This design comes from an exercise in tuning for small area, a short achievable clock period and few clock cycles per item on the open sky130 flow, not from production work.
Only simulation tests tie the RTL to the original design; equivalence was not proved.
Power is estimated from default activity; no workload was simulated.

==> flow/design.v (excerpt) <==
module pattern_date_time_parser_top (
    input  logic                i_clk,
    input  logic                i_rst_n,
    input  logic                i_in_valid,
    output logic                o_in_stall,
    input  logic [8:0]          i_in_data,
    output logic                o_out_valid,
    input  logic                i_out_stall,
    output logic [50:0]         o_out_data,
    input  logic                i_cfg_wr_en,
    input  logic [0:0]          i_cfg_index,
    input  logic [63:0]         i_cfg_wdata
);
==> flow/config.mk <==
export PLATFORM = sky130hd
export DESIGN_NAME = pattern_date_time_parser_top
export DESIGN_NICKNAME = pattern_date_time_parser_top
export VERILOG_FILES = /design/flow/design.v
export SDC_FILE = /design/flow/constraint.sdc
export NUM_CORES = 4
export LEC_CHECK = 0
export ABC_AREA = 1
export CAP_MARGIN = 20
export CORE_MARGIN = 2
export CORE_UTILIZATION = 40
export SLEW_MARGIN = 20
==> flow/constraint.sdc <==
create_clock -name core_clock -period 10.5 [get_ports {i_clk}]
set_input_delay 2.1000 -clock core_clock [delete_from_list [all_inputs] [get_ports {i_clk}]]
set_output_delay 2.1000 -clock core_clock [all_outputs]
set_load 0.01 [all_outputs]
standard.sh (not shown) runs the stock make flow with config.mk's settings and CLKGATE_MAP_FILE= SYNTH_SCRIPT=/design/flow/synth_recipe.tcl, a recipe that flattens the netlist after the stock synthesis.
==> flow/flow/run.sh <==
#!/bin/bash
# Own layout flow: the standard ORFS flow (standard.sh), unchanged except
#  - port buffers use a small fast buffer cell (every port still gets one);
set -euo pipefail
export BUFFER_PORTS_ARGS="-buffer_cell sky130_fd_sc_hd__buf_1"
export SETUP_SLACK_MARGIN=7.4
bash standard.sh > standard.log 2>&1
The first run ran to the end with no violations.
Testbench counts at the start, summed over its fixed seeds: cycles 233,181, chars 233,009.
Then changed:
--- a/flow/flow/run.sh
+++ b/flow/flow/run.sh
@@ -5,3 +5,3 @@
 export BUFFER_PORTS_ARGS="-buffer_cell sky130_fd_sc_hd__buf_1"
-export SETUP_SLACK_MARGIN=7.4
+export SETUP_SLACK_MARGIN=7.3
 bash standard.sh > standard.log 2>&1
CAP_MARGIN = 5   (was 20)
CTS_BUF_LIST = sky130_fd_sc_hd__clkbuf_8   (was not set)
CTS_CLUSTER_SIZE = 30   (was not set)
SLEW_MARGIN = 5   (was 20)
Effect:
- worst setup slack is worse by 56 ps
- die area does not change
- power is lower by 11%
- utilization is lower by 1.3 points
Then changed:
CAP_MARGIN = 20   (was 5)
SLEW_MARGIN = 20   (was 5)
Outcome:
- The new run went through all stages and came out clean
- total power stays flat
- critical path depth is unchanged
- worst setup slack is worse by 4.5 ps
- clock skew barely changes
- global-route usage does not change
- via count barely changes
- first-iteration DRC count rises by 10%
- synthesized cell count is unchanged
- final area barely changes
- cell count is about the same
Then changed:
--- a/flow/flow/run.sh
+++ b/flow/flow/run.sh
@@ -5,3 +5,3 @@
 export BUFFER_PORTS_ARGS="-buffer_cell sky130_fd_sc_hd__buf_1"
-export SETUP_SLACK_MARGIN=7.3
+export SETUP_SLACK_MARGIN=7.5
 bash standard.sh > standard.log 2>&1
Power climbs by 0.53%.
Routed wire length is higher by 3.5%.
Clock-buffer cell count does not change.
Synthesized cell count stays the same.
Setup slack improves by 41 ps.
Via count increases by 2.5%.
Hold slack improved by 6.8 ps.
Final cell count grows by 2.0%.

* * *

## red
Starting RTL as in the previous note.
## pattern_date_time_parser_top
module pattern_date_time_parser_top (
    input  logic                i_clk,
    input  logic                i_rst_n,
    input  logic                i_in_valid,
    output logic                o_in_stall,
    input  logic [8:0]          i_in_data,
    output logic                o_out_valid,
    input  logic                i_out_stall,
    output logic [50:0]         o_out_data,
    input  logic                i_cfg_wr_en,
    input  logic [0:0]          i_cfg_index,
    input  logic [63:0]         i_cfg_wdata
);
clock: 10.5 ns
lec_check: 0
abc_area: 1
cap_margin: 20
core_margin: 2
core_utilization: 40
cts_buf_list: sky130_fd_sc_hd__clkbuf_8
cts_cluster_size: 30
slew_margin: 20
==> flow/flow/run.sh <==
#!/bin/bash
# Own layout flow: the standard ORFS flow (standard.sh), unchanged except
#  - port buffers use a small fast buffer cell (every port still gets one);
set -euo pipefail
export BUFFER_PORTS_ARGS="-buffer_cell sky130_fd_sc_hd__buf_1"
export SETUP_SLACK_MARGIN=7.1
bash standard.sh > standard.log 2>&1
Testbench counts of red, summed over its fixed seeds: cycles 233,181, chars 233,009.
The following lists how blue was set up differently from red:
- ABC_AREA: 1 -> unset
--- a/flow/flow/run.sh
+++ b/flow/flow/run.sh
@@ -5,2 +5,2 @@
-export BUFFER_PORTS_ARGS="-buffer_cell sky130_fd_sc_hd__buf_1"
-export SETUP_SLACK_MARGIN=7.1
+export BUFFER_PORTS_ARGS="-buffer_cell sky130_fd_sc_hd__buf_2"
+export SETUP_SLACK_MARGIN=7.2
==> run notes <==
Every stage of the flow completed for blue, and the final layout passed the timing, DRC and antenna checks.
[compare] base=red new=blue: cell count decreased 13%; synthesized instance count decreased 211.
Of red and blue, the higher relative area change from synthesis to final layout belongs to blue.
Compared with red, blue shows overall power of the completed layout lower by about 0.6%.
diff inputs: blue => green
- clearing CTS_BUF_LIST, which used to be sky130_fd_sc_hd__clkbuf_8
- clearing CTS_CLUSTER_SIZE, which used to be 30
- putting ABC_AREA at 1 where nothing was set
==> flow/flow/run.sh <==
#!/bin/bash
# Own layout flow: the standard ORFS flow (standard.sh), unchanged except
#  - port buffers use a small buffer cell (every port still gets one);
#  - the clock tree uses a clkbuf_16 root buffer and clkbuf_8 buffers below.
# The design, constraints, clock period, synthesis, floorplan, power grid,
# tap cells, placement and routing are the standard flow's.
set -euo pipefail
export BUFFER_PORTS_ARGS="-buffer_cell sky130_fd_sc_hd__buf_1"
export SETUP_SLACK_MARGIN=7.4
export CTS_ARGS="-sink_clustering_enable -repair_clock_nets -buf_list sky130_fd_sc_hd__clkbuf_8 -root_buf sky130_fd_sc_hd__clkbuf_16 -sink_clustering_size 30"
bash standard.sh > standard.log 2>&1
--- outcome ---
Number of nets in the synthesized netlist, green and blue: lower on blue. green finished every step from synthesis to the final layout, and the layout passed the timing, DRC and antenna checks. Per the comparison of green with blue, global-route wire length before repair dropped 2.4%, count of unique library cells instantiated by Yosys dropped about 30%, routed wire length dropped 5.6%, combinational power share climbed 1.3 points. Post-synthesis instance area ended up about 2.4% lower on green than on blue. On post-synthesis adder-cell area fraction, green and blue are basically level. [compare] base=blue new=green: setup slack now sits higher; power consumption now sits higher; worst hold slack now sits lower; count of non-CTS buffers in the layout now sits lower.
Setup changes, green to orange
==> flow/flow/run.sh <==
#!/bin/bash
# Own layout flow: the standard ORFS flow (standard.sh), unchanged except
#  - port buffers use a small fast buffer cell (every port still gets one);
set -euo pipefail
export BUFFER_PORTS_ARGS="-buffer_cell sky130_fd_sc_hd__buf_1"
export SETUP_SLACK_MARGIN=7.3
bash standard.sh > standard.log 2>&1
### Flow results
Taking green as the reference point, the clock slew seen by the registers of the worst setup and hold paths of orange falls by 40 ps.
orange has net switching component of the power above what green had.
orange vs green — cell area climbed slightly
Diff green..orange | logic depth of the worst path, buffers included | unchanged
Die area came out exactly the same in orange and green.
When orange is measured against green, its cell depth of the worst flop-to-flop path turns out 1 higher.
The met1 routed wirelength after detailed routing in orange sits about 1.1% below the value recorded for green.
Of orange and green, the higher fraction of power consumed by combinational cells belongs to green.

* * *

Another version of the RTL of pattern_date_time_parser_top (not shown whole).
Size in the first run: roughly 890 cells after synthesis, ~130 I/O pins, ~0.0092 mm^2 of cells after synthesis.
## pattern_date_time_parser_top
module pattern_date_time_parser_top (
    input  logic                i_clk,
    input  logic                i_rst_n,
    input  logic                i_in_valid,
    output logic                o_in_stall,
    input  logic [8:0]          i_in_data,
    output logic                o_out_valid,
    input  logic                i_out_stall,
    output logic [50:0]         o_out_data,
    input  logic                i_cfg_wr_en,
    input  logic [0:0]          i_cfg_index,
    input  logic [63:0]         i_cfg_wdata
);
    logic [63:0] r_codes;
    logic [4:0]  r_len;          
    logic        r_cz;           
    logic [4:0]  len;            
    logic        r_hv, r_sv;     
    logic [5:0]  r_head, r_skid;
    logic [5:0]  in_item;
    logic        in_dig;
    logic        step;
    logic        head_load;
    always_ff @(posedge i_clk) begin
        if (!i_rst_n) begin
            r_len <= '0;
            r_cz  <= 1'b1;
        end else if (i_cfg_wr_en) begin
            if (i_cfg_index == pdtp_pkg::C_REG_PATTERN_CODES)
                r_cz <= 1'b0;
            else
                r_len <= i_cfg_wdata[4] ? 5'd16 : {1'b0, i_cfg_wdata[3:0]};
        end
    end
    always_ff @(posedge i_clk) begin
        if (i_cfg_wr_en && i_cfg_index == pdtp_pkg::C_REG_PATTERN_CODES)
            r_codes <= i_cfg_wdata;
    end
  ...
export LEC_CHECK = 0
export CAP_MARGIN = 20
export CORE_MARGIN = 2
export CORE_UTILIZATION = 40
export SLEW_MARGIN = 20
create_clock -name core_clock -period 10.5 [get_ports {i_clk}]
==> flow/flow/run.sh <==
#!/bin/bash
# Own layout flow: the standard ORFS flow (standard.sh), unchanged except
#  - port buffers use a small fast buffer cell (every port still gets one);
set -euo pipefail
export BUFFER_PORTS_ARGS="-buffer_cell sky130_fd_sc_hd__buf_2"
export SETUP_SLACK_MARGIN=7.2
bash standard.sh > standard.log 2>&1
Testbench counts at the start, summed over its fixed seeds: cycles 233,137, chars 233,009.
Change:
--- a/flow/flow/run.sh
+++ b/flow/flow/run.sh
@@ -6 +6 @@
-export SETUP_SLACK_MARGIN=7.2
+export SETUP_SLACK_MARGIN=7.1
Outcome:
- The new run completed without violations
- cell area falls by 1.0%
- fmax falls by 1.6%
- final cell count is about the same
- clock skew rises by 0.011 ns
- routed wire length stays flat
- synthesized cell count does not change
Change:
--- a/flow/flow/run.sh
+++ b/flow/flow/run.sh
@@ -6 +6 @@
-export SETUP_SLACK_MARGIN=7.1
+export SETUP_SLACK_MARGIN=7.5
Clock power fell by 5.0%. Utilization goes up by 5.5 points. Via count climbs by 4.9%. Final area went up by 12%.

==> what the ideal ports hide <==
No port has a modelled driver above. Below, the same layouts with a new extraction and two added sets of constraints.
Step 1: set_driving_cell puts a clkbuf_16 on i_clk and a buf_2 on each other input, an assumption about the parent block.
Step 2 moves the port delays by t, midway between the first and last clock arrival at a register: inputs arrive t later, outputs are due t later. That takes back most of the time a late clock gives input paths.
Slacks: ideal ports / drivers / drivers and shift; pairs: ideal ports / drivers.
| run | t, ns | setup slack, ns | worst data-port slew with drivers (ns) |
|---|---|---|---|
| the first run of note 1 | 0.487 | 7.423 / 7.378 / 7.111 | 0.05 |
| the second run of note 1 | 0.497 | 7.367 / 7.329 / 6.950 | 0.05 |
| the third run of note 1 | 0.499 | 7.363 / 7.325 / 6.953 | 0.05 |
| the fourth run of note 1 | 0.504 | 7.404 / 7.366 / 7.108 | 0.05 |
| red | 0.514 | 7.289 / 7.249 / 6.967 | 0.05 |
| blue | 0.516 | 7.294 / 7.250 / 7.142 | 0.04 |
| green | 0.429 | 7.462 / 7.420 / 7.109 | 0.05 |
| orange | 0.481 | 7.366 / 7.323 / 7.114 | 0.05 |
| the first run of note 3 | 0.479 | 7.281 / 7.309 / 6.829 | 0.03 |
| the second run of note 3 | 0.482 | 7.228 / 7.215 / 6.772 | 0.04 |
| the third run of note 3 | 0.477 | 7.443 / 7.397 / 7.092 | 0.04 |
After both steps every run listed still meets setup and hold. The setup slack of the second run of note 3, which loses most, moves by -0.013 ns with the drivers and by -0.456 ns with both steps.
